Context: an optimization exercise on an open-source flow, tuned for small area. The choices shown serve that exercise and are no tape-out recipe. The RTL was checked by simulation tests, not by an equivalence proof against the original design.

$ cat flow/run.sh
#!/bin/bash
# synth_recipe.tcl (not shown) runs the flow's synth.tcl, then flattens the netlist and writes it again
# the make line also repeats each setting of config.mk as NAME=value (left out here)
make -C /OpenROAD-flow-scripts/flow DESIGN_CONFIG=/design/flow/config.mk WORK_HOME=/design/flow/orfs CLKGATE_MAP_FILE= SYNTH_SCRIPT=/design/flow/synth_recipe.tcl finish
$ cat flow/config.mk
export PLATFORM = sky130hd
export DESIGN_NAME = cpu_top
export DESIGN_NICKNAME = cpu_top
export VERILOG_FILES = /design/flow/design.v
export SDC_FILE = /design/flow/constraint.sdc
export NUM_CORES = 4
export LEC_CHECK = 0
export CAP_MARGIN = 20
export CORE_MARGIN = 2
export CORE_UTILIZATION = 40
export SLEW_MARGIN = 20
$ cat flow/constraint.sdc
create_clock -name core_clock -period 8.0 [get_ports {clk}]
set_input_delay 1.6000 -clock core_clock [delete_from_list [all_inputs] [get_ports {clk}]]
set_output_delay 1.6000 -clock core_clock [all_outputs]
set_load 0.01 [all_outputs]
$ cat flow/design.v
`timescale 1ns/10ps
package isa_pkg;
    localparam int INSTR_W = 18;
    localparam int OPCODE_MSB = 17;
    localparam int OPCODE_LSB = 14;
    localparam int R1_LSB = 10;
    localparam int R2_LSB = 6;
    localparam int R3_LSB = 2;
    localparam int IMM_W = 6;          
    localparam int JUMP_TGT_LSB = 4;   
    typedef enum logic [OPCODE_MSB-OPCODE_LSB:0] {
        OP_ADD     = 4'b0000,
        OP_ADDI    = 4'b0001,
        OP_NOR     = 4'b0010,
        OP_CMP     = 4'b0011,
        OP_AND     = 4'b0100,
        OP_ANDI    = 4'b0101,
        OP_NAND    = 4'b0110,
        OP_ILLEGAL = 4'b0111,   
        OP_LD      = 4'b1000,
        OP_ST      = 4'b1001,
        OP_JE      = 4'b1010,   
        OP_JA      = 4'b1011,   
        OP_JB      = 4'b1100,   
        OP_JAE     = 4'b1101,   
        OP_JBE     = 4'b1110,   
        OP_JUMP    = 4'b1111    
    } opcode_e;
endpackage
`timescale 1ns/10ps
package core_pkg;
    localparam int WORD_W = 18;
    localparam int ADDR_W = 10;       
    localparam int REG_ADDR_W = 4;
    localparam int NUM_REGS = 16;
    typedef enum logic [3:0] {
        S_INIT   = 4'd0,
        S_FETCH  = 4'd1,
        S_DECODE = 4'd2,
        S_ALU    = 4'd3,
        S_CMP    = 4'd4,
        S_LD     = 4'd5,
        S_ST     = 4'd6,
        S_JUMP   = 4'd7,
        S_WRITE  = 4'd8
    } state_e;
    typedef enum logic [1:0] {
        ALU_ADD  = 2'b00,
        ALU_NOR  = 2'b01,
        ALU_AND  = 2'b10,
        ALU_NAND = 2'b11
    } alu_op_e;
endpackage
`timescale 1ns/10ps
import core_pkg::*;
import isa_pkg::*;
module fetch_unit (
    input  logic                        clk,
    input  logic                        reset,
    input  logic                        ir_load,
    input  logic                        pc_load,
    input  logic [isa_pkg::INSTR_W-1:0] instr_data,
    output logic [core_pkg::ADDR_W-1:0] pc,
    output logic [isa_pkg::INSTR_W-1:0] ir
);
    always_ff @(posedge clk or posedge reset) begin
        if (reset) begin
            pc <= '0;
        end else if (pc_load) begin
            pc <= ir[JUMP_TGT_LSB +: ADDR_W];   
        end else if (ir_load) begin
            pc <= pc + 1'b1;   
        end
    end
    always_ff @(posedge clk or posedge reset) begin
        if (reset) begin
            ir <= '0;
        end else if (ir_load) begin
            ir <= instr_data;
        end
    end
endmodule
`timescale 1ns/10ps
import core_pkg::*;
import isa_pkg::*;
module control_fsm (
    input  logic             clk,
    input  logic             reset,
    input  logic [3:0]       opcode,
    output logic             ir_load,
    output logic             pc_load,
    output logic             mem_we,
    output logic             mem_re,
    output core_pkg::alu_op_e alu_op,
    output logic             use_imm,
    output logic             reg_we,
    output logic             flag_we,
    output logic             wb_from_mem,
    input  logic             zero_flag,
    input  logic             carry_flag
);
    core_pkg::state_e state;
    core_pkg::state_e next_state;
    logic   is_alu;
    logic   jump_taken;
    always_ff @(posedge clk or posedge reset) begin
        if (reset) begin
            state <= S_INIT;
        end else begin
            state <= next_state;
        end
    end
    always_comb begin
        next_state = state;
        case (state)
            S_INIT:   next_state = S_FETCH;
            S_FETCH:  next_state = S_DECODE;
            S_DECODE: begin
                case (opcode)
                    OP_ADD, OP_ADDI, OP_NOR, OP_AND, OP_ANDI, OP_NAND: begin
                        next_state = S_ALU;
                    end
                    OP_CMP:  next_state = S_CMP;
                    OP_LD:   next_state = S_LD;
                    OP_ST:   next_state = S_ST;
                    OP_JE, OP_JA, OP_JB, OP_JAE, OP_JBE, OP_JUMP: begin
                        next_state = S_JUMP;
                    end
                    default: next_state = S_WRITE;   
                endcase
            end
            S_ALU, S_CMP, S_LD, S_ST, S_JUMP: begin
                next_state = S_WRITE;
            end
            default:  next_state = S_INIT;   
        endcase
    end
    always_comb begin
        is_alu = 1'b0;
        alu_op = ALU_ADD;
        case (opcode)
            OP_ADD, OP_ADDI: begin
                is_alu = 1'b1;
                alu_op = ALU_ADD;
            end
            OP_NOR: begin
                is_alu = 1'b1;
                alu_op = ALU_NOR;
            end
            OP_AND, OP_ANDI: begin
                is_alu = 1'b1;
                alu_op = ALU_AND;
            end
            OP_NAND: begin
                is_alu = 1'b1;
                alu_op = ALU_NAND;
            end
            default: begin
                is_alu = 1'b0;
                alu_op = ALU_ADD;
            end
        endcase
    end
    assign use_imm     = (opcode == OP_ADDI) || (opcode == OP_ANDI);
    assign wb_from_mem = (opcode == OP_LD);
    always_comb begin
        case (opcode)
            OP_JE:   jump_taken = zero_flag && !carry_flag;
            OP_JA:   jump_taken = !zero_flag && !carry_flag;
            OP_JB:   jump_taken = carry_flag && !zero_flag;
            OP_JAE:  jump_taken = !carry_flag;
            OP_JBE:  jump_taken = carry_flag || zero_flag;
            OP_JUMP: jump_taken = 1'b1;
            default: jump_taken = 1'b0;
        endcase
    end
    assign ir_load      = (state == S_FETCH);
    assign mem_re       = (state == S_LD);
    assign mem_we       = (state == S_ST);
    assign pc_load      = (state == S_JUMP) && jump_taken;
    assign reg_we  = (state == S_WRITE) && (is_alu || opcode == OP_LD);
    assign flag_we = (state == S_WRITE) && (opcode == OP_CMP);
endmodule
`timescale 1ns/10ps
import core_pkg::*;
module register_file (
    input  logic                            clk,
    input  logic                            reset,
    input  logic                            we,
    input  logic [core_pkg::REG_ADDR_W-1:0] waddr,
    input  logic [core_pkg::WORD_W-1:0]     wdata,
    input  logic [core_pkg::REG_ADDR_W-1:0] raddr_a,
    input  logic [core_pkg::REG_ADDR_W-1:0] raddr_b,
    input  logic [core_pkg::REG_ADDR_W-1:0] raddr_c,
    output logic [core_pkg::WORD_W-1:0]     rdata_a,
    output logic [core_pkg::WORD_W-1:0]     rdata_b,
    output logic [core_pkg::WORD_W-1:0]     rdata_c
);
    logic [WORD_W-1:0] regs [NUM_REGS];
    always_ff @(posedge clk or posedge reset) begin
        if (reset) begin
            for (int i = 0; i < NUM_REGS; i++) begin
                regs[i] <= '0;
            end
        end else if (we) begin
            regs[waddr] <= wdata;
        end
    end
    assign rdata_a = regs[raddr_a];   
    assign rdata_b = regs[raddr_b];   
    assign rdata_c = regs[raddr_c];   
endmodule
`timescale 1ns/10ps
import core_pkg::*;
import isa_pkg::*;
module execute_unit (
    input  logic                        clk,
    input  logic                        reset,
    input  logic [core_pkg::WORD_W-1:0] r1_data,
    input  logic [core_pkg::WORD_W-1:0] r2_data,
    input  logic [core_pkg::WORD_W-1:0] r3_data,
    input  logic [isa_pkg::IMM_W-1:0]   imm,
    input  logic [core_pkg::WORD_W-1:0] mem_rdata,
    output logic [core_pkg::WORD_W-1:0] wb_data,
    input  core_pkg::alu_op_e           alu_op,
    input  logic                        use_imm,
    input  logic                        flag_we,
    input  logic                        wb_from_mem,
    output logic                        zero_flag,
    output logic                        carry_flag
);
    logic [WORD_W-1:0] operand_b;
    logic [WORD_W-1:0] alu_result;
    logic              cmp_equal;
    logic              cmp_below;
    logic              zero_q;
    logic              carry_q;
    assign operand_b = use_imm ? {{(WORD_W-IMM_W){1'b0}}, imm} : r3_data;
    always_comb begin
        case (alu_op)
            ALU_ADD:  alu_result = r2_data + operand_b;   
            ALU_NOR:  alu_result = ~(r2_data | operand_b);
            ALU_AND:  alu_result = r2_data & operand_b;
            ALU_NAND: alu_result = ~(r2_data & operand_b);
            default:  alu_result = r2_data + operand_b;
        endcase
    end
    assign cmp_equal = (r1_data == r2_data);
    assign cmp_below = (r1_data < r2_data);
    always_ff @(posedge clk or posedge reset) begin
        if (reset) begin
            zero_q  <= 1'b0;
            carry_q <= 1'b0;
        end else if (flag_we) begin
            zero_q  <= cmp_equal;
            carry_q <= cmp_below;
        end
    end
    assign zero_flag  = zero_q;
    assign carry_flag = carry_q;
    assign wb_data = wb_from_mem ? mem_rdata : alu_result;
endmodule
`timescale 1ns/10ps
import core_pkg::*;
import isa_pkg::*;
module cpu_top (
    input  logic                        clk,
    input  logic                        reset,
    output logic [core_pkg::ADDR_W-1:0] instr_addr,
    input  logic [isa_pkg::INSTR_W-1:0] instr_data,
    output logic [core_pkg::ADDR_W-1:0] mem_addr,
    output logic [core_pkg::WORD_W-1:0] mem_wdata,
    output logic                        mem_we,
    output logic                        mem_re,
    input  logic [core_pkg::WORD_W-1:0] mem_rdata
);
    logic [INSTR_W-1:0]    ir;
    logic                  ir_load;
    logic                  pc_load;
    logic [3:0]            opcode;
    logic [REG_ADDR_W-1:0] r1_addr;
    logic [REG_ADDR_W-1:0] r2_addr;
    logic [REG_ADDR_W-1:0] r3_addr;
    logic [IMM_W-1:0]      imm;
    logic [WORD_W-1:0]     r1_data;
    logic [WORD_W-1:0]     r2_data;
    logic [WORD_W-1:0]     r3_data;
    logic [WORD_W-1:0]     wb_data;
    core_pkg::alu_op_e               alu_op;
    logic                  use_imm;
    logic                  reg_we;
    logic                  flag_we;
    logic                  wb_from_mem;
    logic                  zero_flag;
    logic                  carry_flag;
    assign opcode   = ir[OPCODE_MSB:OPCODE_LSB];
    assign r1_addr  = ir[R1_LSB +: REG_ADDR_W];
    assign r2_addr  = ir[R2_LSB +: REG_ADDR_W];
    assign r3_addr  = ir[R3_LSB +: REG_ADDR_W];
    assign imm      = ir[IMM_W-1:0];
    assign mem_addr = ir[ADDR_W-1:0];
    assign mem_wdata = r1_data;   
    fetch_unit i_fetch_unit (
        .clk        (clk),
        .reset      (reset),
        .ir_load    (ir_load),
        .pc_load    (pc_load),
        .instr_data (instr_data),
        .pc         (instr_addr),
        .ir         (ir)
    );
    control_fsm i_control_fsm (
        .clk     (clk),
        .reset   (reset),
        .opcode  (opcode),
        .ir_load (ir_load),
        .pc_load (pc_load),
        .mem_we  (mem_we),
        .mem_re      (mem_re),
        .alu_op      (alu_op),
        .use_imm     (use_imm),
        .reg_we      (reg_we),
        .flag_we     (flag_we),
        .wb_from_mem (wb_from_mem),
        .zero_flag   (zero_flag),
        .carry_flag  (carry_flag)
    );
    register_file i_register_file (
        .clk     (clk),
        .reset   (reset),
        .we      (reg_we),
        .waddr   (r1_addr),
        .wdata   (wb_data),
        .raddr_a (r1_addr),
        .raddr_b (r2_addr),
        .raddr_c (r3_addr),
        .rdata_a (r1_data),
        .rdata_b (r2_data),
        .rdata_c (r3_data)
    );
    execute_unit i_execute_unit (
        .clk       (clk),
        .reset     (reset),
        .r1_data   (r1_data),
        .r2_data   (r2_data),
        .r3_data   (r3_data),
        .imm       (imm),
        .mem_rdata (mem_rdata),
        .wb_data     (wb_data),
        .alu_op      (alu_op),
        .use_imm     (use_imm),
        .flag_we     (flag_we),
        .wb_from_mem (wb_from_mem),
        .zero_flag   (zero_flag),
        .carry_flag  (carry_flag)
    );
endmodule
==> summary.md <==
| Metric | Value |
|---|---|
| Outcome | `complete, no violations` |
| Mapped cell area | `21,500 sq um` |
| CP Buf/Inv Count | `1` |
| Synth warn | `5` |
| Area grow syn2layout | `14.2%` |
| DR DRC count | `0` |
| FF+latch count, synth | `322` |
| Worst Max-Slew Pin Slew | `1.38 ns` |
| Die height | `236 um` |
| WL final | `131 mm` |
| Largest family of logic cells by synthesized area | `compound AO/OA/AOI/OAI gates` |
| Distinct cell type count after synthesis | `96` |
| Worst Path Max Fanout | `13` |
| Critical path class | `register to primary output` |
| Asr flop ratio synth | `1.00` |
| Total Nets Final | `2,638` |
| Storage element area | `8060 sq um` |
| Synth Instances | `2,524` |
| Vias | `24,200` |
| CP Launch Type | `register` |
| Hold Buf Count CTS | `0` |
| Slowest stage delay, CP | `0.96 ns` |
| WL per Instance | `40.2 um` |
| Core ar. | `52,800 sq um` |
| Final ANT Viol Nets | `0` |
| Post-CTS Resized | `0` |
| Critical Path AT | `4.96 ns` |
| CTS buffer count | `39` |
| Tmin final | `6.56 ns` |
| Largest net degree at the start of global routing | `146` |
| Multi-input combinational cell area | `12,500 sq um` |
| R2R setup slack | `1.66 ns` |
| Slew HR | `0.0728` |
| Layout cells sized above 1 | `0.124` |
| Synth Area in Simple Gates | `0.188` |
| Worst-path clk slew | `0.06 ns` |
| Initial antenna violation count | `10` |
| Synth cell count leaders | `dfrtp_1, nand2_1, nor2_1` |
| Clk buf depth | `3` |
| FMAX | `152 MHz` |
| Setup violations, final | `0` |
| Min Hold Slack | `0.541 ns` |
| DR iter-0 viols | `4,515` |
| Dominant synthesized flop cell | `dfrtp_1` |
| Number of synthesized flops with an enable pin | `0` |
| Max-slew violations | `0` |
| Starting Density | `0.407` |
| Placed inst area | `23,200 sq um` |
| Post-synthesis sequential area ratio | `0.376` |
| CP required | `6.40 ns` |
| Max-Cap Viols | `0` |
| Syn nets | `2,618` |
| Final GP Congestion | `1.08` |
| Top cell type's share of synthesized area | `0.376` |
| Post-Place Cells | `3,190` |
| Hold Vio Cnt, Final | `0` |
| RSZ-0062 raised after global routing | `no` |
| Area share of fa/ha/maj cells after synthesis | `0.0330` |
| XOR/XNOR Fraction of Synth Area | `0.00327` |
| Die footprint | `55,500 sq um` |
| CTS tree | `yes` |
| Final TNS setup | `0 ns` |
| Vias in the first global route | `22,400` |
| First-pass GRT wire length | `181 mm` |
| I/O Buffers | `77` |
| Hpwl dp | `94.6 mm` |
| Cell row count | `84` |
| Place WS | `2.02 ns` |
| Clock sinks | `322` |
| Vias per std cell | `7.40` |
| Tot GR Track Use | `0.461` |
| Avg Inst Size Synth | `8.50 sq um` |
| DIE WIDTH | `236 um` |
| Post-CTS Setup Repair Bufs | `0` |
| Min-delay worst type | `register to register` |
| CP top delay family | `simple AND/OR/NAND/NOR gates` |
| Root buffer cell | `clkbuf_16` |
| Fill cell count | `5,157` |
| Layout Cells excl Fill | `3,264` |
| Most frequent cell after synthesis | `dfrtp_1` |
| Util after Layout | `0.464` |
| Mux cell area share after synthesis | `0.0471` |
| Worst path cell trace | `nand2b_1 > nor2_4 > a22oi_1 > and3_1 > a41oi_1 > clkdlybuf4s50_1` |
| Post-synthesis compound-gate area fraction | `0.305` |
| I/O Pins | `78` |
| Post-route cell area | `24,500 sq um` |
| Final Cycle Share | `0.821` |
| Top post-synthesis cells by area | `dfrtp_1, a22oi_1, nand2_1` |
| Worst-Skew Late Latency | `0.58 ns` |
| Total grt overflow | `0` |
| Final setup margin | `1.44 ns` |
| CP max-delay cell | `nor2_4` |
| Nature of the critical path endpoint | `primary output` |
| Cell accounting for the most synthesized area | `dfrtp_1` |
| Worst Skew | `0.0197 ns` |
| 1st-pass router iterations | `12` |
| H-tree Lvls | `2` |
cells in the final DEF, fill, tap and decap left out, drive strengths merged, types with 16 or more instances in the layout:
cell type      count
and3              22
buf              107
o211ai            16
a21oi            181
inv               33
mux2              61
a22o              39
a222oi            34
nor2b             24
clkbuf            52
o22ai             18
mux2i             31
nand3             77
a31oi             40
nand2b            30
a32oi             19
nor2             238
dfrtp            322
clkdlybuf4s50     77
o21ai            239
nand4             30
a21o              19
a221oi            28
ha                55
a22oi            192
nor3              47
nand2            306
state kept, by name, indices dropped and copies added, names as in the netlist:
| name | cells |
|---|---|
| i_fetch_unit.ir | 18 |
| i_fetch_unit.pc | 10 |
| i_register_file.regs | 288 |
| i_execute_unit.carry_q | 1 |
| i_execute_unit.zero_q | 1 |
| i_control_fsm.state | 4 |
worst register-to-register path: stages, from the launching register on:
cell      delay [ns]
dfrtp_1         0.85
buf_4           0.49
nand2_1         0.19
nor2_1          0.80
buf_4           0.44
a22oi_1         0.17
nand3_1         0.35
o32a_1          0.24
ha_1            0.32
a21o_1          0.21
a221oi_2        0.56
o211ai_1        0.24
o221ai_1        0.20
nand3_1         0.72
o21ai_0         0.46
cell families (layout without fill, tap and decap cells):
family / count (synthesis) / count (layout)
and+or+nand+nor: 853 / 853
buffers and inverters: 236 / 284
adders and majority gates: 56 / 56
AOI/OAI and AO/OA: 957 / 957
DFF: 322 / 322
muxes: 92 / 92
other: 0 / 4
xor gates and xnor gates: 8 / 8
routing by layer:
metal  part of all wire  track usage  wire (um)
met1               0.39        0.604      51100
met3               0.15        0.213      20200
met4              0.063        0.228       8330
met5             0.0024       0.0225        319
met2               0.39        0.634      51300
path summary, 6_finish.rpt:
kind,start,endpoint,depth (start not counted)
worst min register to register,i_register_file.regs[7][13],i_register_file.regs[7][13],2
max in group asynchronous,reset,i_register_file.regs[14][13],4
worst max-delay path,i_fetch_unit.ir[12],mem_wdata[8],6
worst max register to register,i_fetch_unit.ir[7],i_register_file.regs[10][14],14
worst min-delay path,i_register_file.regs[7][13],i_register_file.regs[7][13],2
min in group asynchronous,reset,i_register_file.regs[2][9],2
area by class of cell:
type                       instances  area share
clock buffer                      52      0.0435
sequential                       322       0.329
antenna                            4    0.000409
timing repair buffer             184      0.0658
clock inverter                    17     0.00894
multi-input combinational       1966       0.512
tap                              688      0.0351
inverter                          31     0.00490

[separate check: timing with driven ports]
Ports are ideal in the flow. The routed layout listed here was re-timed in OpenROAD. Step 1 (the two cells are an assumption about what drives the block):
set clk [get_ports {clk}]
set_driving_cell -lib_cell sky130_fd_sc_hd__clkbuf_16 $clk
set_driving_cell -lib_cell sky130_fd_sc_hd__buf_2 [delete_from_list [all_inputs] $clk]
Step 2 also shifts input and output timing later by t, the mid clock arrival at the registers, as if the neighbouring blocks saw the same clock. Slacks: ideal ports / drivers / drivers and shift; pairs: ideal ports / drivers.
t, ns: 0.638
slack for setup (ns): 1.436 / 1.368 / 1.660
worst setup path after step 2: register to register
worst slew at a driven data input, ns: 0.05
pins driven straight from the clock port: 1
After both steps this run still meets setup and hold. The setup slack of this run moves by -0.068 ns with the drivers and by +0.224 ns with both steps.
